Background: an optimization exercise with open tools, aiming at small area, a short achievable clock period and few clock cycles per item. Do not read the settings as production practice.
In this exercise RTL edits were held to simulation tests only and were not proved equivalent to the original.
Power is estimated from default activity; no workload was simulated.

==> run a <==
## top_k_score_list
module top_k_score_list #(
    parameter int LIST_DEPTH = 16
) (
    input  logic        i_clk,
    input  logic        i_rst_n,
    input  logic        i_req_valid,
    output logic        i_req_ready,
    input  logic [1:0]  i_req_cmd,
    input  logic [15:0] i_req_hit_id,
    input  logic [31:0] i_req_hit_score,
    input  logic [3:0]  i_req_read_pos,
    output logic        o_rsp_valid,
    input  logic        o_rsp_ready,
    output logic        o_rsp_placed,
    output logic [3:0]  o_rsp_place_pos,
    output logic        o_rsp_dropped_valid,
    output logic [15:0] o_rsp_dropped_id,
    output logic [31:0] o_rsp_dropped_score,
    output logic        o_rsp_read_valid,
    output logic [15:0] o_rsp_read_id,
    output logic [31:0] o_rsp_read_score,
    output logic [4:0]  o_rsp_fill_count,
    input  logic        psel,
    input  logic        penable,
    input  logic        pwrite,
    input  logic [2:0]  paddr,
    input  logic [31:0] pwdata,
    output logic [31:0] prdata,
    output logic        pready
);
clock: 6.0 ns
lec_check: 0
cap_margin: 20
core_margin: 2
core_utilization: 40
place_density: 0.6
setup_slack_margin: 3.5
slew_margin: 20
run.sh (not shown) runs the stock make flow with config.mk's settings and CLKGATE_MAP_FILE= SYNTH_SCRIPT=/design/flow/synth_recipe.tcl, a recipe that flattens the netlist after the stock synthesis.
==> run b (differences from run a) <==
--- a/flow/design.v
+++ b/flow/design.v
@@ -31,28 +31,60 @@
         end
         for (int i = 0; i < 2; i++) begin
             g4[i] = g3[2*i+1] | (p3[2*i+1] & g3[2*i]);
             p4[i] = p3[2*i+1] & p3[2*i];
         end
         f_ge = g4[1] | (p4[1] & (g4[0] | p4[0]));
     endfunction
+    function automatic logic [1:0] f_gp16(input logic [15:0] a, input logic [15:0] b);
+        logic [15:0] g0, p0;
+        logic [7:0]  g1, p1;
+        logic [3:0]  g2, p2;
+        logic [1:0]  g3, p3;
+        for (int i = 0; i < 16; i++) begin
+            g0[i] = a[i] & ~b[i];
+            p0[i] = a[i] | ~b[i];
+        end
+        for (int i = 0; i < 8; i++) begin
+            g1[i] = g0[2*i+1] | (p0[2*i+1] & g0[2*i]);
+            p1[i] = p0[2*i+1] & p0[2*i];
+        end
+        for (int i = 0; i < 4; i++) begin
+            g2[i] = g1[2*i+1] | (p1[2*i+1] & g1[2*i]);
+            p2[i] = p1[2*i+1] & p1[2*i];
+        end
+        for (int i = 0; i < 2; i++) begin
+            g3[i] = g2[2*i+1] | (p2[2*i+1] & g2[2*i]);
+            p3[i] = p2[2*i+1] & p2[2*i];
+        end
+        f_gp16 = {g3[1] | (p3[1] & g3[0]), p3[1] & p3[0]};
+    endfunction
+    function automatic logic [2:0] f_ge_parts(input logic [31:0] a, input logic [31:0] b);
+        logic [1:0] hi, lo;
+        hi = f_gp16({~a[31], a[30:16]}, {~b[31], b[30:16]});
+        lo = f_gp16(a[15:0], b[15:0]);
+        f_ge_parts = {hi, lo[1] | lo[0]};
+    endfunction
+    function automatic logic f_ge_join(input logic [2:0] parts);
+        f_ge_join = parts[2] | (parts[1] & parts[0]);
+    endfunction
 endpackage
 module tksl_cell (
     input  logic        i_clk,
     input  logic        i_we,
     input  logic [15:0] i_wid,
     input  logic [31:0] i_wscore,
     input  logic [31:0] i_cscore,
     output logic [15:0] o_id,
     output logic [31:0] o_score,
-    output logic        o_ge
+    output logic [2:0]  o_ge
 );
     logic [15:0] r_id;
     logic [31:0] r_score;
-    assign o_ge    = tksl_pkg::f_ge(r_score, i_cscore);
+    assign o_ge    = tksl_pkg::f_ge_parts(r_score, i_cscore);
     assign o_id    = r_id;
     assign o_score = r_score;
     always_ff @(posedge i_clk) begin
         if (i_we) begin
             r_id    <= i_wid;
             r_score <= i_wscore;
         end
@@ -117,85 +149,104 @@
             r_pready <= psel && penable && !r_pready;
         end
         r_prdata <= (paddr[2] == tksl_pkg::REG_CAPACITY) ? r_capacity : 5'd0;
     end
     logic        r_skid_v;
     logic        r_ready;
     logic        r_fix;        
+    logic        r_fix2;       
     logic        w_adv;
     logic        w_acc;
     logic        r1_v;
     logic [1:0]  r1_cmd;
     logic [15:0] r1_id;
     logic [31:0] r1_score;
     logic [3:0]  r1_pos;
-    logic [D-1:0] r1_ge;       
-    logic        r1_ge_p1;     
-    logic        r1_ge_p2;     
+    logic [3*D-1:0] r1_gep;    
+    logic [2:0]  r1_gep_p1;    
+    logic [2:0]  r1_gep_p2;    
+    logic [D-1:0] r1_ge;
+    logic        r1_ge_p1;
+    logic        r1_ge_p2;
     logic        r2_v;
     logic [15:0] r2_id;
     logic [31:0] r2_score;
     logic [D-1:0] r2_wsel;     
     logic [D-1:0] r2_rsel;     
+    logic [D-1:0] r3_wsel;     
     logic        r2_placed;
     logic        r2_dropped;
     logic        r2_read;
     logic [4:0]  r2_fill;
     logic [4*D-1:0] r_ptr;     
     logic [D-1:0]   r_sh;      
     logic [D-1:0]   r_in;      
     logic [3:0]     r_rx;      
     logic [D-1:0]   r_in2;     
     logic [4:0]     r_count;
     logic           r_full;    
     logic           r_incf;    
     logic [D-1:0]   r_inr;     
+    logic [3:0]     r_xa;
+    logic [D-1:0]   r_xadec;   
+    logic [3:0]     r_xb;
+    logic [D-1:0]   r_xbdec;
+    logic           r_xsel;
+    logic [3:0]     w_x;
+    logic [D-1:0]   w_xdec;
+    assign w_x    = r_xsel ? r_xb : r_xa;
+    assign w_xdec = r_xsel ? r_xbdec : r_xadec;
+    logic           r_cap1;    
     logic [D-1:0]     w_slot_we;
     logic [16*D-1:0]  w_slot_id;
     logic [32*D-1:0]  w_slot_score;
-    logic [D-1:0]     w_slot_ge;
+    logic [3*D-1:0]   w_slot_ge;
     assign w_adv       = !r_skid_v;
     assign i_req_ready = r_ready;
     assign w_acc       = i_req_valid && r_ready && i_rst_n;
     for (genvar g = 0; g < D; g++) begin : g_slot
         assign w_slot_we[g] = w_adv && r2_wsel[g];
         tksl_cell u_cell (
             .i_clk    (i_clk),
             .i_we     (w_slot_we[g]),
             .i_wid    (r2_id),
             .i_wscore (r2_score),
             .i_cscore (i_req_hit_score),
             .o_id     (w_slot_id[g*16 +: 16]),
             .o_score  (w_slot_score[g*32 +: 32]),
-            .o_ge     (w_slot_ge[g])
+            .o_ge     (w_slot_ge[3*g +: 3])
         );
     end
-    logic w_ge_p1;
-    logic w_ge_p2;
-    assign w_ge_p1 = tksl_pkg::f_ge(r1_score, i_req_hit_score);
-    assign w_ge_p2 = tksl_pkg::f_ge(r2_score, i_req_hit_score);
+    logic [2:0] w_ge_p1;
+    logic [2:0] w_ge_p2;
+    assign w_ge_p1 = tksl_pkg::f_ge_parts(r1_score, i_req_hit_score);
+    assign w_ge_p2 = tksl_pkg::f_ge_parts(r2_score, i_req_hit_score);
+    always_comb begin
+        for (int i = 0; i < D; i++) begin
+            r1_ge[i] = tksl_pkg::f_ge_join(r1_gep[3*i +: 3]);
+        end
+        r1_ge_p1 = tksl_pkg::f_ge_join(r1_gep_p1);
+        r1_ge_p2 = tksl_pkg::f_ge_join(r1_gep_p2);
+    end
     logic [4*D-1:0] w_ptr;     
     logic [D-1:0] w_in2;       
     logic [D-1:0] w_end;       
     logic [D-1:0] w_geold;     
     logic [D-1:0] w_gep;       
     logic [D-1:0] w_front;     
     logic [D-1:0] w_sh_n;
     logic [D-1:0] w_in_n;
-    logic [D-1:0] w_x_dec;
+    logic [D-1:0] w_ge_eff;    
     logic [D-1:0] w_rd_dec;
     logic [D-1:0] w_wsel;
     logic [D-1:0] w_rdsel;
-    logic [3:0]   w_x;         
     logic [3:0]   w_rd_slot;
     logic         w_offer;
     logic         w_read;
     logic         w_clear;
-    logic         w_x_p1;      
-    logic         w_x_p2;      
     logic         w_last_ge;   
     logic         w_placed;
     logic         w_dropped;
     logic         w_rd_valid;
     assign w_offer = r1_v && (r1_cmd == tksl_pkg::CMD_OFFER);
     assign w_read  = r1_v && (r1_cmd == tksl_pkg::CMD_READ);
     assign w_clear = r1_v && (r1_cmd == tksl_pkg::CMD_CLEAR);
@@ -209,22 +260,18 @@
                 w_in2[k]        = 1'b0;
             end else begin
                 w_ptr[4*k +: 4] = r_ptr[4*k +: 4];
                 w_in2[k]        = r_in2[k];
             end
             w_end[k] = r_inr[k] && (k == D-1 || !r_inr[(k+1) % D]);
         end
-        w_x = 4'd0;
-        for (int k = 0; k < D; k++) begin
-            w_x = w_x | (w_end[k] ? w_ptr[4*k +: 4] : 4'd0);
-        end
         w_rd_slot = w_ptr[4*r1_pos +: 4];
         for (int i = 0; i < D; i++) begin
-            w_x_dec[i]  = w_x == 4'(i);
             w_rd_dec[i] = w_rd_slot == 4'(i);
+            w_ge_eff[i] = r2_wsel[i] ? r1_ge_p1 : (r3_wsel[i] ? r1_ge_p2 : r1_ge[i]);
         end
         for (int k = 0; k < D; k++) begin
             w_geold[k] = r_in2[k] ? r1_ge_p2 : r1_ge[r_ptr[4*k +: 4]];
         end
         for (int k = 0; k < D; k++) begin
             if (k > 0 && r_sh[k]) begin
                 w_gep[k] = (5'(k) < r_count) && w_geold[(k+D-1) % D];
@@ -238,43 +285,84 @@
         w_sh_n[0]  = 1'b0;
         for (int k = 1; k < D; k++) begin
             w_front[k] = w_gep[k-1] && !w_gep[k];
             w_sh_n[k]  = w_offer && r_inr[k] && !w_gep[k-1];
         end
         w_in_n = (w_offer ? r_inr : '0) & w_front;
     end
-    assign w_x_p1     = |(r_in & w_end);
-    assign w_x_p2     = |(w_in2 & w_end);
-    assign w_last_ge  = w_x_p1 ? r1_ge_p1 : (w_x_p2 ? r1_ge_p2 : r1_ge[w_x]);
+    assign w_last_ge  = |(w_xdec & w_ge_eff);
     assign w_placed   = w_offer && (!r_full || !w_last_ge);
     assign w_dropped  = w_offer && r_full && !w_last_ge;
     assign w_rd_valid = w_read && ({1'b0, r1_pos} < r_count);
-    assign w_wsel     = w_placed ? w_x_dec : '0;
-    assign w_rdsel    = w_rd_valid ? w_rd_dec : (w_dropped ? w_x_dec : '0);
+    assign w_wsel     = w_placed ? w_xdec : '0;
+    assign w_rdsel    = w_rd_valid ? w_rd_dec : (w_dropped ? w_xdec : '0);
     logic [4:0]   w_count_n;
     logic         w_full_n;
     logic         w_incf_n;
     logic [D-1:0] w_inr_n;
+    logic [3:0]   w_xa_n;
+    logic [D-1:0] w_xadec_n;
+    logic         w_xsel_n;
+    logic [3:0]   w_x_up;      
+    logic [3:0]   w_x_dn;      
+    logic [3:0]   w_x_0;       
+    logic [3:0]   w_x_e;       
+    logic         w_at_end;    
+    logic         w_grow;
+    assign w_grow   = w_offer && !r_full;
+    logic [D-1:0] w_dec_up;
+    logic [D-1:0] w_dec_dn;
+    logic [D-1:0] w_dec_0;
+    always_comb begin
+        for (int i = 0; i < D; i++) begin
+            w_dec_up[i] = w_x_up == 4'(i);
+            w_dec_dn[i] = w_x_dn == 4'(i);
+            w_dec_0[i]  = w_x_0 == 4'(i);
+        end
+    end
+    assign w_at_end = w_end[0] || |(w_dec_dn & w_ge_eff);
+    always_comb begin
+        w_x_up = 4'd0;
+        w_x_dn = 4'd0;
+        for (int k = 0; k < D; k++) begin
+            w_x_up = w_x_up | ((k > 0 && w_end[(k+D-1) % D]) ? w_ptr[4*k +: 4] : 4'd0);
+            w_x_dn = w_x_dn | ((k < D-1 && w_end[(k+1) % D]) ? w_ptr[4*k +: 4] : 4'd0);
+        end
+        w_x_0 = w_ptr[3:0];
+        w_x_e = 4'd0;
+        for (int k = 0; k < D; k++) begin
+            w_x_e = w_x_e | (w_end[k] ? w_ptr[4*k +: 4] : 4'd0);
+        end
+    end
     always_comb begin
         w_count_n = r_count;
         w_full_n  = r_full;
         w_inr_n   = r_inr;
+        w_incf_n  = r_incf;
+        w_xa_n    = w_x;
+        w_xadec_n = w_xdec;
         if (w_clear) begin
             w_count_n = 5'd0;
             w_full_n  = 1'b0;
             w_inr_n   = 16'd1;
-        end else if (w_offer && !r_full) begin
+            w_incf_n  = r_cap1;
+            w_xa_n    = w_x_0;
+            w_xadec_n = w_dec_0;
+        end else if (w_grow) begin
             w_count_n = r_count + 5'd1;
             w_full_n  = r_incf;
+            w_incf_n  = (r_count + 5'd2) >= r_eff_cap;
             if (!r_incf) begin
-                w_inr_n = {r_inr[D-2:0], 1'b1};
+                w_inr_n   = {r_inr[D-2:0], 1'b1};
+                w_xa_n    = w_x_up;
+                w_xadec_n = w_dec_up;
             end
         end
-        w_incf_n = (w_count_n + 5'd1) >= r_eff_cap;
     end
+    assign w_xsel_n = w_offer && !w_at_end && (r_full ? !w_last_ge : r_incf);
     logic [47:0]   w_rd_ent;
     logic [3:0]    w_ppos;
     logic [RW-1:0] w_res;
     always_comb begin
         w_rd_ent = '0;
         for (int i = 0; i < D; i++) begin
             w_rd_ent = w_rd_ent | ({48{r2_rsel[i]}} & {w_slot_id[i*16 +: 16], w_slot_score[i*32 +: 32]});
@@ -308,19 +396,21 @@
         end
     end
     always_ff @(posedge i_clk) begin
         if (!i_rst_n) begin
             r_out_v  <= 1'b0;
             r_skid_v <= 1'b0;
             r_fix    <= 1'b0;
+            r_fix2   <= 1'b0;
             r_ready  <= 1'b1;
         end else begin
             r_skid_v <= w_skid_n;
             r_fix    <= w_cfg_wr;
-            r_ready  <= !w_skid_n && !w_cfg_wr;
+            r_fix2   <= r_fix;
+            r_ready  <= !w_skid_n && !w_cfg_wr && !r_fix;
             if (r_skid_v) begin
                 r_out_v <= 1'b1;
             end else if (w_new) begin
                 r_out_v <= 1'b1;
             end else if (w_take) begin
                 r_out_v <= 1'b0;
             end
@@ -361,45 +451,57 @@
     end
     always_ff @(posedge i_clk) begin
         if (w_adv) begin
             r1_cmd   <= i_req_cmd;
             r1_id    <= i_req_hit_id;
             r1_score <= i_req_hit_score;
             r1_pos   <= i_req_read_pos;
-            r1_ge    <= w_slot_ge;
-            r1_ge_p1 <= w_ge_p1;
-            r1_ge_p2 <= w_ge_p2;
+            r1_gep    <= w_slot_ge;
+            r1_gep_p1 <= w_ge_p1;
+            r1_gep_p2 <= w_ge_p2;
             r2_id      <= r1_id;
             r2_score   <= r1_score;
             r2_wsel    <= w_wsel;
             r2_rsel    <= w_rdsel;
             r2_placed  <= w_placed;
             r2_dropped <= w_dropped;
             r2_read    <= w_rd_valid;
             r2_fill    <= w_count_n;
+            r3_wsel    <= r2_wsel;
         end
     end
     always_ff @(posedge i_clk) begin
         if (!i_rst_n) begin
             r_capacity <= tksl_pkg::CAP_RESET;
             r_eff_cap  <= 5'd16;
+            r_cap1     <= 1'b0;
+        end else if (w_cfg_wr) begin
+            r_capacity <= pwdata[4:0];
+            r_eff_cap  <= f_eff_cap(pwdata[4:0]);
+            r_cap1     <= f_eff_cap(pwdata[4:0]) == 5'd1;
+        end
+    end
+    always_ff @(posedge i_clk) begin
+        if (!i_rst_n) begin
             r_count    <= 5'd0;
             r_full     <= 1'b0;
             r_incf     <= 1'b0;
             r_inr      <= 16'd1;
             r_sh       <= '0;
             r_in       <= '0;
             r_in2      <= '0;
             r_rx       <= 4'd0;
+            r_xa       <= 4'd0;
+            r_xadec    <= 16'd1;
+            r_xb       <= 4'd0;
+            r_xbdec    <= 16'd1;
+            r_xsel     <= 1'b0;
             for (int k = 0; k < D; k++) begin
                 r_ptr[4*k +: 4] <= 4'(k);
             end
-        end else if (w_cfg_wr) begin
-            r_capacity <= pwdata[4:0];
-            r_eff_cap  <= f_eff_cap(pwdata[4:0]);
         end else if (r_fix) begin
             if (r_count >= r_eff_cap) begin
                 r_count <= r_eff_cap;
                 r_full  <= 1'b1;
                 r_incf  <= 1'b1;
                 for (int k = 0; k < D; k++) begin
                     r_inr[k] <= 5'(k) < r_eff_cap;
@@ -407,20 +509,31 @@
             end else begin
                 r_full  <= 1'b0;
                 r_incf  <= (r_count + 5'd1) >= r_eff_cap;
                 for (int k = 0; k < D; k++) begin
                     r_inr[k] <= 5'(k) <= r_count;
                 end
             end
+        end else if (r_fix2) begin
+            r_xa    <= w_x_e;
+            r_xsel  <= 1'b0;
+            for (int i = 0; i < D; i++) begin
+                r_xadec[i] <= w_x_e == 4'(i);
+            end
         end else if (w_adv) begin
             r_count <= w_count_n;
             r_full  <= w_full_n;
             r_incf  <= w_incf_n;
             r_inr   <= w_inr_n;
             r_ptr   <= w_ptr;
             r_sh    <= w_sh_n;
             r_in    <= w_in_n;
             r_in2   <= r_in;
             r_rx    <= w_x;
+            r_xa    <= w_xa_n;
+            r_xadec <= w_xadec_n;
+            r_xb    <= w_x_dn;
+            r_xbdec <= w_dec_dn;
+            r_xsel  <= w_xsel_n;
         end
     end
 endmodule
==> flow/config.mk (replaced) <==
export PLATFORM = sky130hd
export DESIGN_NAME = top_k_score_list
export DESIGN_NICKNAME = top_k_score_list
export VERILOG_FILES = /design/flow/design.v
export SDC_FILE = /design/flow/constraint.sdc
export NUM_CORES = 4
export LEC_CHECK = 0
export ABC_AREA = 1
export CAP_MARGIN = 20
export CORE_MARGIN = 2
export CORE_UTILIZATION = 40
export CTS_CLUSTER_DIAMETER = 80
export CTS_CLUSTER_SIZE = 24
export PLACE_DENSITY = 0.6
export SETUP_SLACK_MARGIN = 3.7
export SLEW_MARGIN = 20
==> run c (differences from run a) <==
--- a/flow/design.v
+++ b/flow/design.v
@@ -117,14 +117,15 @@
             r_pready <= psel && penable && !r_pready;
         end
         r_prdata <= (paddr[2] == tksl_pkg::REG_CAPACITY) ? r_capacity : 5'd0;
     end
     logic        r_skid_v;
     logic        r_ready;
     logic        r_fix;        
+    logic        r_fix2;       
     logic        w_adv;
     logic        w_acc;
     logic        r1_v;
     logic [1:0]  r1_cmd;
     logic [15:0] r1_id;
     logic [31:0] r1_score;
     logic [3:0]  r1_pos;
@@ -132,27 +133,31 @@
     logic        r1_ge_p1;     
     logic        r1_ge_p2;     
     logic        r2_v;
     logic [15:0] r2_id;
     logic [31:0] r2_score;
     logic [D-1:0] r2_wsel;     
     logic [D-1:0] r2_rsel;     
+    logic [D-1:0] r3_wsel;     
     logic        r2_placed;
     logic        r2_dropped;
     logic        r2_read;
     logic [4:0]  r2_fill;
     logic [4*D-1:0] r_ptr;     
     logic [D-1:0]   r_sh;      
     logic [D-1:0]   r_in;      
     logic [3:0]     r_rx;      
     logic [D-1:0]   r_in2;     
     logic [4:0]     r_count;
     logic           r_full;    
     logic           r_incf;    
     logic [D-1:0]   r_inr;     
+    logic [3:0]     r_x;       
+    logic [D-1:0]   r_xdec;    
+    logic           r_cap1;    
     logic [D-1:0]     w_slot_we;
     logic [16*D-1:0]  w_slot_id;
     logic [32*D-1:0]  w_slot_score;
     logic [D-1:0]     w_slot_ge;
     assign w_adv       = !r_skid_v;
     assign i_req_ready = r_ready;
     assign w_acc       = i_req_valid && r_ready && i_rst_n;
@@ -177,25 +182,22 @@
     logic [D-1:0] w_in2;       
     logic [D-1:0] w_end;       
     logic [D-1:0] w_geold;     
     logic [D-1:0] w_gep;       
     logic [D-1:0] w_front;     
     logic [D-1:0] w_sh_n;
     logic [D-1:0] w_in_n;
-    logic [D-1:0] w_x_dec;
+    logic [D-1:0] w_ge_eff;    
     logic [D-1:0] w_rd_dec;
     logic [D-1:0] w_wsel;
     logic [D-1:0] w_rdsel;
-    logic [3:0]   w_x;         
     logic [3:0]   w_rd_slot;
     logic         w_offer;
     logic         w_read;
     logic         w_clear;
-    logic         w_x_p1;      
-    logic         w_x_p2;      
     logic         w_last_ge;   
     logic         w_placed;
     logic         w_dropped;
     logic         w_rd_valid;
     assign w_offer = r1_v && (r1_cmd == tksl_pkg::CMD_OFFER);
     assign w_read  = r1_v && (r1_cmd == tksl_pkg::CMD_READ);
     assign w_clear = r1_v && (r1_cmd == tksl_pkg::CMD_CLEAR);
@@ -209,22 +211,18 @@
                 w_in2[k]        = 1'b0;
             end else begin
                 w_ptr[4*k +: 4] = r_ptr[4*k +: 4];
                 w_in2[k]        = r_in2[k];
             end
             w_end[k] = r_inr[k] && (k == D-1 || !r_inr[(k+1) % D]);
         end
-        w_x = 4'd0;
-        for (int k = 0; k < D; k++) begin
-            w_x = w_x | (w_end[k] ? w_ptr[4*k +: 4] : 4'd0);
-        end
         w_rd_slot = w_ptr[4*r1_pos +: 4];
         for (int i = 0; i < D; i++) begin
-            w_x_dec[i]  = w_x == 4'(i);
             w_rd_dec[i] = w_rd_slot == 4'(i);
+            w_ge_eff[i] = r2_wsel[i] ? r1_ge_p1 : (r3_wsel[i] ? r1_ge_p2 : r1_ge[i]);
         end
         for (int k = 0; k < D; k++) begin
             w_geold[k] = r_in2[k] ? r1_ge_p2 : r1_ge[r_ptr[4*k +: 4]];
         end
         for (int k = 0; k < D; k++) begin
             if (k > 0 && r_sh[k]) begin
                 w_gep[k] = (5'(k) < r_count) && w_geold[(k+D-1) % D];
@@ -238,42 +236,75 @@
         w_sh_n[0]  = 1'b0;
         for (int k = 1; k < D; k++) begin
             w_front[k] = w_gep[k-1] && !w_gep[k];
             w_sh_n[k]  = w_offer && r_inr[k] && !w_gep[k-1];
         end
         w_in_n = (w_offer ? r_inr : '0) & w_front;
     end
-    assign w_x_p1     = |(r_in & w_end);
-    assign w_x_p2     = |(w_in2 & w_end);
-    assign w_last_ge  = w_x_p1 ? r1_ge_p1 : (w_x_p2 ? r1_ge_p2 : r1_ge[w_x]);
+    assign w_last_ge  = |(r_xdec & w_ge_eff);
     assign w_placed   = w_offer && (!r_full || !w_last_ge);
     assign w_dropped  = w_offer && r_full && !w_last_ge;
     assign w_rd_valid = w_read && ({1'b0, r1_pos} < r_count);
-    assign w_wsel     = w_placed ? w_x_dec : '0;
-    assign w_rdsel    = w_rd_valid ? w_rd_dec : (w_dropped ? w_x_dec : '0);
+    assign w_wsel     = w_placed ? r_xdec : '0;
+    assign w_rdsel    = w_rd_valid ? w_rd_dec : (w_dropped ? r_xdec : '0);
     logic [4:0]   w_count_n;
     logic         w_full_n;
     logic         w_incf_n;
     logic [D-1:0] w_inr_n;
+    logic [3:0]   w_x_n;
+    logic [D-1:0] w_xdec_n;
+    logic [3:0]   w_x_up;      
+    logic [3:0]   w_x_dn;      
+    logic [3:0]   w_x_0;       
+    logic [3:0]   w_x_e;       
+    logic         w_at_end;    
+    logic         w_grow;
+    assign w_grow   = w_offer && !r_full;
+    assign w_at_end = w_end[0] || |(w_gep & (w_end >> 1));
+    always_comb begin
+        w_x_up = 4'd0;
+        w_x_dn = 4'd0;
+        for (int k = 0; k < D; k++) begin
+            w_x_up = w_x_up | ((k > 0 && w_end[(k+D-1) % D]) ? w_ptr[4*k +: 4] : 4'd0);
+            w_x_dn = w_x_dn | ((k < D-1 && w_end[(k+1) % D]) ? w_ptr[4*k +: 4] : 4'd0);
+        end
+        w_x_0 = w_ptr[3:0];
+        w_x_e = 4'd0;
+        for (int k = 0; k < D; k++) begin
+            w_x_e = w_x_e | (w_end[k] ? w_ptr[4*k +: 4] : 4'd0);
+        end
+    end
     always_comb begin
         w_count_n = r_count;
         w_full_n  = r_full;
         w_inr_n   = r_inr;
+        w_incf_n  = r_incf;
+        w_x_n     = r_x;
         if (w_clear) begin
             w_count_n = 5'd0;
             w_full_n  = 1'b0;
             w_inr_n   = 16'd1;
-        end else if (w_offer && !r_full) begin
+            w_incf_n  = r_cap1;
+            w_x_n     = w_x_0;
+        end else if (w_grow) begin
             w_count_n = r_count + 5'd1;
             w_full_n  = r_incf;
+            w_incf_n  = (r_count + 5'd2) >= r_eff_cap;
             if (!r_incf) begin
                 w_inr_n = {r_inr[D-2:0], 1'b1};
+                w_x_n   = w_x_up;
+            end else if (!w_at_end) begin
+                w_x_n   = w_x_dn;
             end
+        end else if (w_placed && !w_at_end) begin
+            w_x_n     = w_x_dn;
+        end
+        for (int i = 0; i < D; i++) begin
+            w_xdec_n[i] = w_x_n == 4'(i);
         end
-        w_incf_n = (w_count_n + 5'd1) >= r_eff_cap;
     end
     logic [47:0]   w_rd_ent;
     logic [3:0]    w_ppos;
     logic [RW-1:0] w_res;
     always_comb begin
         w_rd_ent = '0;
         for (int i = 0; i < D; i++) begin
@@ -308,19 +339,21 @@
         end
     end
     always_ff @(posedge i_clk) begin
         if (!i_rst_n) begin
             r_out_v  <= 1'b0;
             r_skid_v <= 1'b0;
             r_fix    <= 1'b0;
+            r_fix2   <= 1'b0;
             r_ready  <= 1'b1;
         end else begin
             r_skid_v <= w_skid_n;
             r_fix    <= w_cfg_wr;
-            r_ready  <= !w_skid_n && !w_cfg_wr;
+            r_fix2   <= r_fix;
+            r_ready  <= !w_skid_n && !w_cfg_wr && !r_fix;
             if (r_skid_v) begin
                 r_out_v <= 1'b1;
             end else if (w_new) begin
                 r_out_v <= 1'b1;
             end else if (w_take) begin
                 r_out_v <= 1'b0;
             end
@@ -372,34 +405,43 @@
             r2_score   <= r1_score;
             r2_wsel    <= w_wsel;
             r2_rsel    <= w_rdsel;
             r2_placed  <= w_placed;
             r2_dropped <= w_dropped;
             r2_read    <= w_rd_valid;
             r2_fill    <= w_count_n;
+            r3_wsel    <= r2_wsel;
         end
     end
     always_ff @(posedge i_clk) begin
         if (!i_rst_n) begin
             r_capacity <= tksl_pkg::CAP_RESET;
             r_eff_cap  <= 5'd16;
+            r_cap1     <= 1'b0;
+        end else if (w_cfg_wr) begin
+            r_capacity <= pwdata[4:0];
+            r_eff_cap  <= f_eff_cap(pwdata[4:0]);
+            r_cap1     <= f_eff_cap(pwdata[4:0]) == 5'd1;
+        end
+    end
+    always_ff @(posedge i_clk) begin
+        if (!i_rst_n) begin
             r_count    <= 5'd0;
             r_full     <= 1'b0;
             r_incf     <= 1'b0;
             r_inr      <= 16'd1;
             r_sh       <= '0;
             r_in       <= '0;
             r_in2      <= '0;
             r_rx       <= 4'd0;
+            r_x        <= 4'd0;
+            r_xdec     <= 16'd1;
             for (int k = 0; k < D; k++) begin
                 r_ptr[4*k +: 4] <= 4'(k);
             end
-        end else if (w_cfg_wr) begin
-            r_capacity <= pwdata[4:0];
-            r_eff_cap  <= f_eff_cap(pwdata[4:0]);
         end else if (r_fix) begin
             if (r_count >= r_eff_cap) begin
                 r_count <= r_eff_cap;
                 r_full  <= 1'b1;
                 r_incf  <= 1'b1;
                 for (int k = 0; k < D; k++) begin
                     r_inr[k] <= 5'(k) < r_eff_cap;
@@ -407,20 +449,27 @@
             end else begin
                 r_full  <= 1'b0;
                 r_incf  <= (r_count + 5'd1) >= r_eff_cap;
                 for (int k = 0; k < D; k++) begin
                     r_inr[k] <= 5'(k) <= r_count;
                 end
             end
+        end else if (r_fix2) begin
+            r_x     <= w_x_e;
+            for (int i = 0; i < D; i++) begin
+                r_xdec[i] <= w_x_e == 4'(i);
+            end
         end else if (w_adv) begin
             r_count <= w_count_n;
             r_full  <= w_full_n;
             r_incf  <= w_incf_n;
             r_inr   <= w_inr_n;
             r_ptr   <= w_ptr;
             r_sh    <= w_sh_n;
             r_in    <= w_in_n;
             r_in2   <= r_in;
-            r_rx    <= w_x;
+            r_rx    <= r_x;
+            r_x     <= w_x_n;
+            r_xdec  <= w_xdec_n;
         end
     end
 endmodule
==> flow/config.mk (replaced) <==
export PLATFORM = sky130hd
export DESIGN_NAME = top_k_score_list
export DESIGN_NICKNAME = top_k_score_list
export VERILOG_FILES = /design/flow/design.v
export SDC_FILE = /design/flow/constraint.sdc
export NUM_CORES = 4
export LEC_CHECK = 0
export ABC_AREA = 1
export CAP_MARGIN = 20
export CORE_MARGIN = 2
export CORE_UTILIZATION = 55
export CTS_CLUSTER_DIAMETER = 80
export CTS_CLUSTER_SIZE = 24
export PLACE_DENSITY = 0.7
export SETUP_SLACK_MARGIN = 3.5
export SLEW_MARGIN = 20
==> qor summary <==
| metric | run a | run b | run c |
|---|---|---|---|
| Post-Syn Area per Cell | 12.1 um2 | 9.01 um2 | 9.36 um2 |
| Total non-filler cell area in the finished layout | 73,100 um2 | 82,900 um2 | 72,100 um2 |
| Max VDD drop | 0.000299 V | 0.000304 V | 0.000220 V |
| CP max-delay cell | sky130_fd_sc_hd__maj3_2 | sky130_fd_sc_hd__edfxtp_1 | sky130_fd_sc_hd__edfxtp_1 |
| Combined area of the multi-input logic cells | 23,800 um2 | 28,200 um2 | 24,200 um2 |
| Endpoint of the worst hold-timing path | r2_id[2] | r2_id[7] | r_pready |
| Met3 capacity usage during global routing | 5.73% | 5.44% | 6.99% |
| Result of the run | timing/DRC/antenna clean | timing/DRC/antenna clean | timing/DRC/antenna clean |
| Portion of netlist area occupied by mux cells | 6.18% | 0.0454% | 0% |
| Post-place instance area | 63,500 um2 | 70,200 um2 | 65,800 um2 |
| Comb power frac | 10.9% | 12.9% | 10.9% |
| Area Growth Syn to Fin | 22.9% | 25.3% | 15.2% |
| Post-Route Skew | 0.0549 ns | 0.0959 ns | 0.0468 ns |
| Worst r2r path cells | 12 | 16 | 27 |
| DIE HEIGHT | 390 um | 411 um | 341 um |
| Startpoint kind of the worst setup timing path | input port | flip-flop | flip-flop |
| Non-clock buffer count | 573 | 745 | 490 |
| Sequential cell fraction of total power | 47.1% | 52.0% | 57.5% |
| Overall die area | 152,000 um2 | 169,000 um2 | 117,000 um2 |
| Cell occurring most often along the worst timing path | sky130_fd_sc_hd__maj3_2 | - | sky130_fd_sc_hd__nand2_2 |
| Power drawn by the combinational cells | 2320 uW | 2600 uW | 1890 uW |
| ClkCell Share | 6.63% | 3.96% | 3.14% |
Testbench counts of run a, summed over its fixed seeds: cycles 24,024, items 24,000.
Testbench counts of run b, summed over its fixed seeds: cycles 24,024, items 24,000.
Testbench counts of run c, summed over its fixed seeds: cycles 24,024, items 24,000.

[afterwards: timing with drivers on the ports]
In the flow no input, the clock included, has a driving cell. The finished layouts below were timed again as built, in two steps. Step 1 sets driving cells, clkbuf_16 on the clock port and buf_2 on the other inputs (assumed; they add their load-dependent delay and slew). Step 2 times the ports against the registers' clock, not the clock port: input delays grow and output delays shrink by t, the midpoint of the rising clock arrivals with the driver on. a / b / c = ideal / step 1 / step 2; a / b = the first two.
run | t (ns) | setup WS [ns] | hold WS [ns] | worst setup path after step 2 | worst slew at a driven data input, ns
run a | 0.869 | 2.642 / 2.659 / 1.791 | 0.413 / 0.413 / 0.413 | input to register | 0.17
run b | 0.831 | 3.462 / 3.373 / 2.780 | 0.415 / 0.415 / 0.415 | input to register | 0.21
run c | 0.780 | 2.728 / 2.728 / 2.346 | 0.421 / 0.421 / 0.421 | input to register | 0.15
After both steps setup and hold are still met in every run listed. For run a, which loses most, drivers alone change the setup slack by +0.017 ns; drivers and shift together by -0.851 ns.
